Source: an optimization exercise on an open RTL-to-GDS flow (aim: small area and a short achievable clock period). Production flows keep margins and buffers that such runs may drop.
Only simulation tests tie the RTL to the original design; equivalence was not proved.
The flow treats the clock pin as an ideal source. Dropping or thinning the clock tree relies on that and would not hold on a real chip.
Power figures rest on the tool's default switching activity, not on a simulated workload.

==> inputs of job 8968 <==
// led_scan_capture
module led_scan_capture
#(
  parameter int unsigned STABLE_CYCLES  = 4,
  parameter int unsigned TIMEOUT_CYCLES = 1048576
) (
  input  logic         Clock,
  input  logic         RST,
  input  logic [35:0]  GPIO_1,
  output logic [15:0][15:0] RedPixels,
  output logic [15:0][15:0] GrnPixels,
  output logic         frame_valid,
  output logic         frame_error,
  output logic         stalled,
  output logic [15:0]  frame_count
);
  localparam int unsigned IW = (TIMEOUT_CYCLES > 2) ? $clog2(TIMEOUT_CYCLES) : 1;
  logic [31:0] col_q;
  always_ff @(posedge Clock) col_q <= GPIO_1[31:0];
  logic [3:0] row;       
  logic       row_q;     
  logic       row_q_n;   
  logic [3:0] row_d;
  logic       row_q_d;
  led_row_stabiliser #(
    .STABLE_CYCLES(STABLE_CYCLES)
  ) u_stab (
    .clk_i    (Clock),
    .rst_i    (RST),
    .row_i    (GPIO_1[35:32]),
    .row_o    (row),
    .row_q_o  (row_q),
    .row_q_n_o(row_q_n),
    .row_d_o  (row_d),
    .row_q_d_o(row_q_d)
  );
  logic [15:0] red_rev;
  logic [15:0] grn_rev;
  ...
==> module led_scan_capture, before the edit <==
module led_scan_capture
#(
  parameter int unsigned STABLE_CYCLES  = 4,
  parameter int unsigned TIMEOUT_CYCLES = 1048576
) (
  input  logic         Clock,
  input  logic         RST,
  input  logic [35:0]  GPIO_1,
  output logic [15:0][15:0] RedPixels,
  output logic [15:0][15:0] GrnPixels,
  output logic         frame_valid,
  output logic         frame_error,
  output logic         stalled,
  output logic [15:0]  frame_count
);
  localparam int unsigned IW = (TIMEOUT_CYCLES > 2) ? $clog2(TIMEOUT_CYCLES) : 1;
  logic [31:0] col_q;
  always_ff @(posedge Clock) col_q <= GPIO_1[31:0];
  logic [3:0] row;       
  logic       row_q;     
  logic       row_q_n;   
  logic [3:0] row_d;
  logic       row_q_d;
  led_row_stabiliser #(
    .STABLE_CYCLES(STABLE_CYCLES)
  ) u_stab (
    .clk_i    (Clock),
    .rst_i    (RST),
    .row_i    (GPIO_1[35:32]),
    .row_o    (row),
    .row_q_o  (row_q),
    .row_q_n_o(row_q_n),
    .row_d_o  (row_d),
    .row_q_d_o(row_q_d)
  );
  logic [15:0] red_rev;
  logic [15:0] grn_rev;
  always_comb begin
    for (int i = 0; i < 16; i++) begin
      red_rev[i] = col_q[15 - i];
      grn_rev[i] = col_q[31 - i];
    end
  end
  logic       state_q;       
  logic [3:0] exp_row_q;
  logic       state_d;
  logic [3:0] exp_row_d;
  logic       error_d;
  logic       row0;
  assign row0 = (row == 4'd0);
  always_comb begin
    state_d   = state_q;
    exp_row_d = exp_row_q;
    error_d   = 1'b0;
    if (RST) begin
      state_d   = 1'b0;
      exp_row_d = '0;
    end else if (row_q) begin
      if (!state_q) begin
        if (row0) begin
          state_d   = 1'b1;
          exp_row_d = 4'd1;
        end
      end else if (row0) begin
        error_d   = (exp_row_q != 4'd0);
        exp_row_d = 4'd1;
      end else if (row == exp_row_q) begin
        exp_row_d = exp_row_q + 4'd1;
      end else begin
        error_d = 1'b1;
        state_d = 1'b0;
      end
    end
  end
  logic commit_d;
  logic commit_q;
  logic keep_q;
  if (STABLE_CYCLES >= 2) begin : g_commit
    assign commit_d = row_q_d && (row_d == 4'd0) && state_q && (exp_row_q == 4'd0);
  end else begin : g_commit
    assign commit_d = row_q_d && (row_d == 4'd0) && state_d && (exp_row_d == 4'd0);
  end
  always_ff @(posedge Clock) begin
    state_q   <= state_d;
    exp_row_q <= exp_row_d;
    commit_q  <= commit_d;
    keep_q    <= !commit_d;
  end
  always_ff @(posedge Clock) begin
    if (RST) begin
      frame_valid <= 1'b0;
      frame_error <= 1'b0;
      frame_count <= '0;
    end else begin
      frame_valid <= commit_q;
      frame_error <= error_d;
      if (commit_q) frame_count <= frame_count + 16'd1;
    end
  end
  logic [15:0][15:0] red_sh_q;
  logic [15:0][15:0] grn_sh_q;
  logic [15:0] sh_wr;
  logic [15:0] sh_keep;
  always_comb begin
    for (int r = 0; r < 16; r++) begin
      sh_wr[r]   = row_q && (row == 4'(r));
      sh_keep[r] = row_q_n || (row != 4'(r));
    end
  end
  always_ff @(posedge Clock) begin
    for (int r = 0; r < 16; r++) begin
      red_sh_q[r] <= (red_rev & {16{sh_wr[r]}}) | (red_sh_q[r] & {16{sh_keep[r]}});
      grn_sh_q[r] <= (grn_rev & {16{sh_wr[r]}}) | (grn_sh_q[r] & {16{sh_keep[r]}});
    end
  end
  logic ld;
  logic hold;
  assign ld   = commit_q && !RST;
  assign hold = keep_q && !RST;
  always_ff @(posedge Clock) begin
    RedPixels <= (red_sh_q & {256{ld}}) | (RedPixels & {256{hold}});
    GrnPixels <= (grn_sh_q & {256{ld}}) | (GrnPixels & {256{hold}});
  end
  logic [IW-1:0] idle_q;
  always_ff @(posedge Clock) begin
    if (RST || row_q) begin
      idle_q  <= '0;
      stalled <= 1'b0;
    end else begin
      idle_q  <= idle_q + IW'(1);
      stalled <= stalled || (idle_q == IW'(TIMEOUT_CYCLES - 1));
    end
  end
endmodule
export LEC_CHECK = 0
export CAP_MARGIN = 20
export CORE_MARGIN = 2
export CORE_UTILIZATION = 55
export SETUP_SLACK_MARGIN = 3.6
export SLEW_MARGIN = 20
create_clock -name core_clock -period 6.0 [get_ports {Clock}]
standard.sh (not shown) runs the stock make flow with config.mk's settings and CLKGATE_MAP_FILE= SYNTH_SCRIPT=/design/flow/synth_recipe.tcl, a recipe that flattens the netlist after the stock synthesis.
==> flow/flow/run.sh <==
#!/bin/bash
# Own layout flow: the standard ORFS flow, with plain buffers on the
# ports, no dummy loads in the clock tree and a fanout limit for the
# placement-stage buffering. Make's output goes to flow_make.log here;
# ORFS's per-step logs stay under orfs/logs/.
set -euo pipefail
bash standard.sh finish \
  BUFFER_PORTS_ARGS="-buffer_cell sky130_fd_sc_hd__buf_1" \
  PRE_RESIZE_TCL="$PWD/flow/pre_resize.tcl" \
  CTS_ARGS="-sink_clustering_enable -repair_clock_nets -dont_use_dummy_load -sink_clustering_size 24 -sink_clustering_max_diameter 80" \
  > flow_make.log 2>&1
==> flow/flow/pre_resize.tcl <==
set_max_fanout 16 [current_design]
set_dont_use {sky130_fd_sc_hd__dlygate* sky130_fd_sc_hd__dlymetal* sky130_fd_sc_hd__clkdlybuf*}
==> job 9139: changes against job 8968 <==
--- a/flow/design.v
+++ b/flow/design.v
@@ -201,14 +201,29 @@
     RedPixels <= (red_sh_q & {256{ld}}) | (RedPixels & {256{hold}});
     GrnPixels <= (grn_sh_q & {256{ld}}) | (GrnPixels & {256{hold}});
   end
-  logic [IW-1:0] idle_q;
-  always_ff @(posedge Clock) begin
-    if (RST || row_q) begin
-      idle_q  <= '0;
-      stalled <= 1'b0;
-    end else begin
-      idle_q  <= idle_q + IW'(1);
-      stalled <= stalled || (idle_q == IW'(TIMEOUT_CYCLES - 1));
+  if (TIMEOUT_CYCLES == 1048576) begin : g_idle
+    logic [19:0] idle_q;
+    logic        low_zero;
+    assign low_zero = (idle_q[18:0] == 19'd0);
+    always_ff @(posedge Clock) begin
+      if (RST || row_q) begin
+        idle_q  <= '0;
+        stalled <= 1'b0;
+      end else begin
+        idle_q  <= {idle_q[18:0], idle_q[19] ^ idle_q[16] ^ low_zero};
+        stalled <= stalled || (idle_q[19] && low_zero);
+      end
+    end
+  end else begin : g_idle
+    logic [IW-1:0] idle_q;
+    always_ff @(posedge Clock) begin
+      if (RST || row_q) begin
+        idle_q  <= '0;
+        stalled <= 1'b0;
+      end else begin
+        idle_q  <= idle_q + IW'(1);
+        stalled <= stalled || (idle_q == IW'(TIMEOUT_CYCLES - 1));
+      end
     end
   end
 endmodule
==> flow/flow/run.sh (replaced) <==
#!/bin/bash
# Own layout flow: the standard ORFS flow, with plain buffers on the
# ports, a fanout limit and no delay cells for the placement-stage
# buffering, and a two-level clock tree (clock_tree.tcl) in place of
# TritonCTS. Make's output goes to flow_make.log here; ORFS's per-step logs
# stay under orfs/logs/.
set -euo pipefail
bash standard.sh finish \
  BUFFER_PORTS_ARGS="-buffer_cell sky130_fd_sc_hd__buf_2" \
  PRE_RESIZE_TCL="$PWD/flow/pre_resize.tcl" \
  PRE_CTS_TCL="$PWD/flow/clock_tree.tcl" \
  > flow_make.log 2>&1
==> flow/flow/clock_tree.tcl (new file) <==
# Shallow clock tree, built in place of TritonCTS (sourced as the PRE_CTS
# hook). The registers are split by recursive bisection of their placement
# into leaf groups of at most CT_LEAF_MAX; each group gets a leaf clock
# buffer at its centre. The leaf buffers are split the same way into
# CT_MID groups, each driven by one buffer on the clock port's net, so
# the port drives CT_MID buffer inputs and every register is two buffers
# from the port. No register's clock is delayed against another's on
# purpose: all take the same two-buffer path.
set ct_leaf_max 26
set ct_mid      4
set ct_leaf_cell sky130_fd_sc_hd__clkbuf_16
set ct_mid_cell  sky130_fd_sc_hd__clkbuf_16

set ct_block [ord::get_db_block]
set ct_clk_net [$ct_block findNet Clock]

# Split items {name x y} into k groups of near-equal size by recursive
# bisection along the wider side.
proc ct_split { items k } {
  if { $k <= 1 } { return [list $items] }
  set xs [lmap it $items { lindex $it 1 }]
  set ys [lmap it $items { lindex $it 2 }]
  set w [expr { [tcl::mathfunc::max {*}$xs] - [tcl::mathfunc::min {*}$xs] }]
  set h [expr { [tcl::mathfunc::max {*}$ys] - [tcl::mathfunc::min {*}$ys] }]
  set idx [expr { $w >= $h ? 1 : 2 }]
  set sorted [lsort -real -index $idx $items]
  set k1 [expr { $k / 2 }]
  set k2 [expr { $k - $k1 }]
  set n [llength $sorted]
  set n1 [expr { int(round(double($n) * $k1 / $k)) }]
  return [concat [ct_split [lrange $sorted 0 [expr { $n1 - 1 }]] $k1] \
                 [ct_split [lrange $sorted $n1 end] $k2]]
}

proc ct_centre { items } {
  set sx 0.0; set sy 0.0
  foreach it $items { set sx [expr { $sx + [lindex $it 1] }]; set sy [expr { $sy + [lindex $it 2] }] }
  set n [llength $items]
  return [list [expr { int($sx / $n) }] [expr { int($sy / $n) }]]
}

proc ct_buffer { block cell name in_net x y } {
  set master [[ord::get_db] findMaster $cell]
  set inst [odb::dbInst_create $block $master $name]
  $inst setLocation [expr { $x - [$master getWidth] / 2 }] [expr { $y - [$master getHeight] / 2 }]
  $inst setPlacementStatus PLACED
  [$inst findITerm A] connect $in_net
  set out [odb::dbNet_create $block "${name}_net"]
  $out setSigType CLOCK
  [$inst findITerm X] connect $out
  return [list $inst $out]
}

# Register clock pins on the port's net.
set ct_sinks {}
foreach it [$ct_clk_net getITerms] {
  set inst [$it getInst]
  set b [$inst getBBox]
  lappend ct_sinks [list $it [expr { ([$b xMin] + [$b xMax]) / 2 }] [expr { ([$b yMin] + [$b yMax]) / 2 }]]
}
set ct_n [llength $ct_sinks]
set ct_nleaf [expr { ($ct_n + $ct_leaf_max - 1) / $ct_leaf_max }]
puts "clock_tree: $ct_n sinks, $ct_nleaf leaf buffers, $ct_mid mid buffers"
$ct_clk_net setSigType CLOCK

set ct_leaves {}
set i 0
foreach grp [ct_split $ct_sinks $ct_nleaf] {
  lassign [ct_centre $grp] x y
  lappend ct_leaves [list $grp $x $y $i]
  incr i
}
set j 0
foreach mgrp [ct_split $ct_leaves $ct_mid] {
  lassign [ct_centre $mgrp] mx my
  lassign [ct_buffer $ct_block $ct_mid_cell "clkbuf_mid_$j" $ct_clk_net $mx $my] minst mnet
  foreach leaf $mgrp {
    lassign $leaf grp x y li
    lassign [ct_buffer $ct_block $ct_leaf_cell "clkbuf_leaf_$li" $mnet $x $y] linst lnet
    foreach s $grp {
      set it [lindex $s 0]
      $it disconnect
      $it connect $lnet
    }
  }
  incr j
}

# Stand in for TritonCTS: cts.tcl's call then does nothing.
rename clock_tree_synthesis ct_unused_clock_tree_synthesis
proc clock_tree_synthesis { args } {
  puts "clock_tree: TritonCTS skipped, tree built by clock_tree.tcl"
  set_propagated_clock [all_clocks]
}
--- a/flow/config.mk
+++ b/flow/config.mk
@@ -7,6 +7,6 @@
 export LEC_CHECK = 0
 export CAP_MARGIN = 20
 export CORE_MARGIN = 2
-export CORE_UTILIZATION = 55
-export SETUP_SLACK_MARGIN = 3.6
+export CORE_UTILIZATION = 62
+export SETUP_SLACK_MARGIN = 3.8
 export SLEW_MARGIN = 20
==> qor summary <==
metric	job 8968	job 9139
Vias post-DR	24800	25200
Seq group	7510 µW	7520 µW
Fin Clk Skew	0.0361 ns	0.0191 ns
Die footprint	0.0639 mm²	0.0566 mm²
M1 WL	44.5 mm	42.5 mm
Multiplexer fraction of the synthesized cell area	0.206%	0.207%
Number of buffers and inverters on the critical path	6	10
Via density per instance	6.19	6.45
Initial antenna violation count	6	2
Post-synthesis area per instance	12.6 µm²	12.8 µm²
Final worst setup slack	3.58 ns	3.66 ns
DRC marker count from the first detailed-route iteration	2159	1913
Post-detailed-placement half-perimeter wirelength	74.8 mm	73.8 mm
Post-synthesis cell area	0.0341 mm²	0.0339 mm²
Sequential cell area fraction in the yosys report	65.6%	65.8%
Starting density of the core	55.4%	62.9%
Longest individual stage delay on the worst path	0.38 ns	0.22 ns
Routed wire length per instance	26.8 µm	27.3 µm
Fillers	4915	3702
Post-synthesis net count	2739	2690
Met2 routed WL	49.3 mm	48.0 mm
Period utilization	40.4%	39.0%
Post-synthesis share of cell area spent on full adders, half adders and majority gates	0.147%	0.111%
Status	finished clean	finished clean
Seq area share	56.9%	55.8%
The clock cells of job 9139 come from the design's own scripts or RTL, not from TritonCTS.

## what the ideal ports hide
Ports are ideal in the flow. The routed layouts listed here were re-timed in OpenROAD.
Step 1, drivers: a clkbuf_16 drives Clock and a buf_2 each remaining input, both assumed.
Step 2 also shifts input and output timing later by t, the mid clock arrival at the registers, as if the neighbouring blocks saw the same clock.
Slacks: ideal / step 1 / step 2; pairs: ideal / step 1.
run	t (ns)	setup slack, ns	clock arrival spread, ns	worst register clock-pin slew, ns	cell pins on the clock port's net
job 8968	0.682	3.579 / 3.557 / 2.937	0.044 / 0.044	0.10 / 0.10	1
job 9139	0.544	3.662 / 3.660 / 3.185	0.026 / 0.025	0.10 / 0.10	4
After both steps every run listed still meets setup and hold. The setup slack of job 8968, which loses most, moves by -0.022 ns with the drivers and by -0.642 ns with both steps.
